From an optimization exercise on the open Yosys and OpenROAD flow, aimed at small area, a short achievable clock period and few clock cycles per item; shortcuts taken in it are not production practice.
At most, simulation tests tie the RTL to the original design; equivalence was not proved.
Power and IR drop assume default switching activity.

== quartz ==
Design ghash_tag_engine, start of the top module:
module ghash_tag_engine (
  input  logic         clk,
  input  logic         rst,
  input  logic [127:0] h_key,
  input  logic         h_load,
  input  logic [127:0] ek_y0,
  input  logic         ek_load,
  input  logic         start,
  input  logic         blk_valid,
  output logic         blk_ready,
  input  logic [127:0] blk_data,
  input  logic [4:0]   blk_bytes,
  input  logic         blk_type,
  input  logic         blk_last,
  output logic [127:0] tag,
  output logic [127:0] ghash_out,
  output logic         tag_valid,
  input  logic         tag_ready,
  output logic         busy,
  output logic         err
);
For scale: roughly 18000 cells after synthesis, roughly 1400 flip-flops, ~660 I/O pins, ~140000 µm² of cells after synthesis.
Settings: LEC_CHECK=0, CAP_MARGIN=20, CORE_MARGIN=2, CORE_UTILIZATION=33, CTS_CLUSTER_DIAMETER=100, CTS_CLUSTER_SIZE=20, SETUP_SLACK_MARGIN=4.5, SLEW_MARGIN=20; clock period 8.0 ns.
run.sh (not shown) runs the stock make flow with config.mk's settings and CLKGATE_MAP_FILE= SYNTH_SCRIPT=/design/flow/synth_recipe.tcl, a recipe that flattens the netlist after the stock synthesis.
No stage failed in quartz, and the final checks on the layout all came back clean.
Testbench counts of quartz, summed over its fixed seeds: cycles 2,597, items 1,821.
Input changes introduced in indigo (baseline for comparison: quartz):
- CORE_UTILIZATION changed from 33 to 40
- CTS_CLUSTER_DIAMETER removed (was 100)
- SETUP_SLACK_MARGIN removed (was 4.5)
- CTS_CLUSTER_SIZE removed (was 20)
==> comparison <==
- Going from quartz to indigo, portion of the clock cycle consumed by the worst path in the final layout has increased, die width down about 9%.
- Compared with quartz, indigo shows a higher global routing met3 resource utilization.
- indigo against quartz: clock power share increased 4.9 points; final total power fell by 4.2 mW.
What harbor does differently from indigo at the input level:
- CTS_CLUSTER_DIAMETER: unset -> 100
- SETUP_SLACK_MARGIN: unset -> 4.2
- CTS_CLUSTER_SIZE: unset -> 20
- CORE_UTILIZATION: 40 -> 33
- Compared with indigo, in harbor clock-pin slew on the worst setup and hold paths increased 0.02 ns; clock network fraction of total power decreased 4.6 points; largest net degree at the start of global routing decreased 9.3%; clock-cell share of area decreased 1.6 points.
- Between indigo and harbor, the antenna diode count is higher for harbor.
- Share of power burned in combinational logic: harbor vs indigo up 5.2 points
- Summary of harbor over indigo: clock-buffer cell count -44%; synthesis-to-layout area growth increased 2.9 points.
The following lists how garnet was set up differently from harbor:
- a change of SETUP_SLACK_MARGIN from 4.2 to 4.5
- a change of CORE_UTILIZATION from 33 to 40
Results
- Compared to harbor, garnet has period utilization 1.4 points lower.
- Summary of the comparison: global-route track usage on met3 is higher in garnet, relative to harbor.
- garnet vs. harbor: largest stage delay on the critical path went down by 0.12 ns.
- Summary of garnet over harbor: via count increased by 2785 relative to the old numbers; length of routed met2 wiring decreased by 2.1% relative to the old numbers; total stage count of the critical path increased by 1 relative to the old numbers; share of total power in combinational logic increased by 0.9 points relative to the old numbers.
- Any difference in share of cell area taken by multi-input logic gates between garnet and harbor is small enough to ignore.

---

Starting RTL as in the previous note.
Settings: LEC_CHECK=0, CAP_MARGIN=20, CORE_MARGIN=2, CORE_UTILIZATION=30, CTS_CLUSTER_DIAMETER=100, CTS_CLUSTER_SIZE=20, SETUP_SLACK_MARGIN=4.5, SLEW_MARGIN=20; clock period 8.0 ns.
The baseline finished with timing, DRC and antenna clean.
Testbench counts at the start, summed over its fixed seeds: cycles 2,597, items 1,821.
==> next run, changes <==
--- a/flow/config.mk
+++ b/flow/config.mk
@@ -10 +10 @@
-export CORE_UTILIZATION = 30
+export CORE_UTILIZATION = 27
Outcome: Area after synthesis stays the same. Clock-buffer cell count went down by 2. Clock power shrinks by about 2%. Die area is higher by 11%. Sequential share of layout area falls by 0.11 points.

---

ghash_tag_engine again, from the RTL that the note above started with.
Design ghash_tag_engine, start of the top module:
module ghash_tag_engine (
  input  logic         clk,
  input  logic         rst,
  input  logic [127:0] h_key,
  input  logic         h_load,
  input  logic [127:0] ek_y0,
  input  logic         ek_load,
  input  logic         start,
  input  logic         blk_valid,
  output logic         blk_ready,
  input  logic [127:0] blk_data,
  input  logic [4:0]   blk_bytes,
  input  logic         blk_type,
  input  logic         blk_last,
  output logic [127:0] tag,
  output logic [127:0] ghash_out,
  output logic         tag_valid,
  input  logic         tag_ready,
  output logic         busy,
  output logic         err
);
  localparam int unsigned QW = 717;
  logic         run;         
  logic         acc;         
  logic         rdy;         
  logic         wl;          
  logic         wz;          
  logic         cmb;         
  logic         done;        
  logic         ph;          
  logic         np;          
  logic         fz;          
  logic         hl;          
  logic         ck;          
  logic         seen_ct, aad_part, data_part;
  logic [127:0] o, h, ek;
  logic [127:0] hb;           
  logic [QW-1:0] q;
  logic [56:0]  aad_blk, data_blk;
  logic [3:0]   aad_byt, data_byt;
  logic [127:0] a_p, r_p, h_p, h2_p, mask, xm, lens, t, r, hb_n;
  logic [QW-1:0] p;
  logic         viol, take, ok, mul, inj, n_acc, n_ph, n_np, n_rdy, n_s2, n_s1, n_s0;
  function automatic logic [127:0] gf_sq(input logic [127:0] a);
    logic [254:0] c;
    c = '0;
    for (int i = 0; i < 128; i++) c[2*i] = a[i];
    for (int k = 254; k >= 128; k--) begin
      c[k-128] = c[k-128] ^ c[k];
      c[k-127] = c[k-127] ^ c[k];
      c[k-126] = c[k-126] ^ c[k];
      c[k-121] = c[k-121] ^ c[k];
    end
    gf_sq = c[127:0];
  endfunction
  always_comb begin
    for (int i = 0; i < 128; i++) begin
      a_p[i] = o[127-i];
      h_p[i] = h[127-i];
    end
  end
  gf_s1 u_s1 (.a(a_p), .b(hb), .p(p));
  gf_s2 u_s2 (.q(q), .r(r_p));
  always_comb begin
    for (int i = 0; i < 128; i++) begin
      r[127-i] = r_p[i];
    end
    h2_p = gf_sq(h_p);
  ...
make LEC_CHECK=0 CAP_MARGIN=20 CORE_MARGIN=2 CORE_UTILIZATION=40 CTS_CLUSTER_DIAMETER=80 CTS_CLUSTER_SIZE=25 SETUP_SLACK_MARGIN=4.5 SLEW_MARGIN=20 finish   # period 8.0 ns
The starting point finished clean.
Testbench counts at the start, summed over its fixed seeds: cycles 2,597, items 1,821.
Rerun with:
PLACE_DENSITY = 0.72   (was default)
Effect: The changed run completed without violations; power falls by 2.1%; hold slack is about the same; final area drops by 0.94%; core utilization drops by 0.46 points; sequential share of layout area climbs by 0.17 points; final cell count decreases by 0.83%; routed wire length goes down by 4.0%.

---

the baseline:
ghash_tag_engine, a different RTL version from the one above (not shown whole).
For scale: ~18,000 cells after synthesis, about 1,500 flip-flops, about 660 I/O pins.
Settings: LEC_CHECK=0, CAP_MARGIN=50, CORE_MARGIN=2, CORE_UTILIZATION=40, SETUP_SLACK_MARGIN=4.5, SLEW_MARGIN=50; clock period 8.0 ns.
What the candidate does differently from the baseline at the input level:
==> flow/config.mk <==
export PLATFORM = sky130hd
export DESIGN_NAME = ghash_tag_engine
export DESIGN_NICKNAME = ghash_tag_engine
export VERILOG_FILES = /design/flow/design.v
export SDC_FILE = /design/flow/constraint.sdc
export NUM_CORES = 4
export LEC_CHECK = 0
export CAP_MARGIN = 20
export CORE_MARGIN = 2
export CORE_UTILIZATION = 55
export SETUP_SLACK_MARGIN = 4.5
export SLEW_MARGIN = 20
==> comparison <==
The candidate vs. the baseline: setup slack after layout decreased by 210 ps relative to the old numbers, clock latency at the later pin of the worst-skew pair decreased by 50 ps relative to the old numbers.
The run showing the smaller total vias in the final route is the baseline.
The worst setup path startpoint comes out o[32] in one run and q[69] in the other, namely in the baseline and the candidate respectively.
No run of this note included a check of the RTL's function; only the layout flow was run.

-- re-timing with driven ports --
No port has a modelled driver above. Below, the same layouts with a new extraction and two added sets of constraints.
Step 1, drivers: a clkbuf_16 drives clk and a buf_2 each remaining input, both assumed.
Step 2, shift: input delay + t, output delay - t, t = (earliest + latest rising clock arrival at the registers) / 2. This alone moves slack from input paths to output paths.
a / b / c = ideal ports / drivers / drivers and shift; a / b = the first two.
run | t, ns | slack for setup (ns) | slew at the worst register clock pin (ns) | worst slew at a driven data input, ns
quartz | 1.083 | 4.254 / 4.240 / 3.406 | 0.10 / 0.10 | 0.29
indigo | 1.087 | 3.169 / 3.104 / 2.078 | 0.07 / 0.07 | 0.28
harbor | 1.054 | 4.053 / 4.053 / 3.073 | 0.10 / 0.10 | 0.27
garnet | 1.102 | 4.167 / 4.167 / 3.594 | 0.11 / 0.11 | 0.24
the first run of note 2 | 1.070 | 4.261 / 4.261 / 3.427 | 0.10 / 0.10 | 0.32
the second run of note 2 | 1.076 | 4.293 / 4.293 / 3.441 | 0.11 / 0.11 | 0.26
the first run of note 3 | 1.063 | 4.231 / 4.231 / 3.595 | 0.11 / 0.11 | 0.26
the second run of note 3 | 1.034 | 4.243 / 4.243 / 3.577 | 0.10 / 0.10 | 0.27
the baseline | 1.077 | 4.341 / 4.341 / 3.555 | 0.08 / 0.08 | 0.15
the candidate | 1.012 | 4.128 / 4.128 / 3.566 | 0.08 / 0.08 | 0.24
After both steps setup and hold are still met in every run listed. For indigo, which loses most, drivers alone change the setup slack by -0.065 ns; drivers and shift together by -1.091 ns.
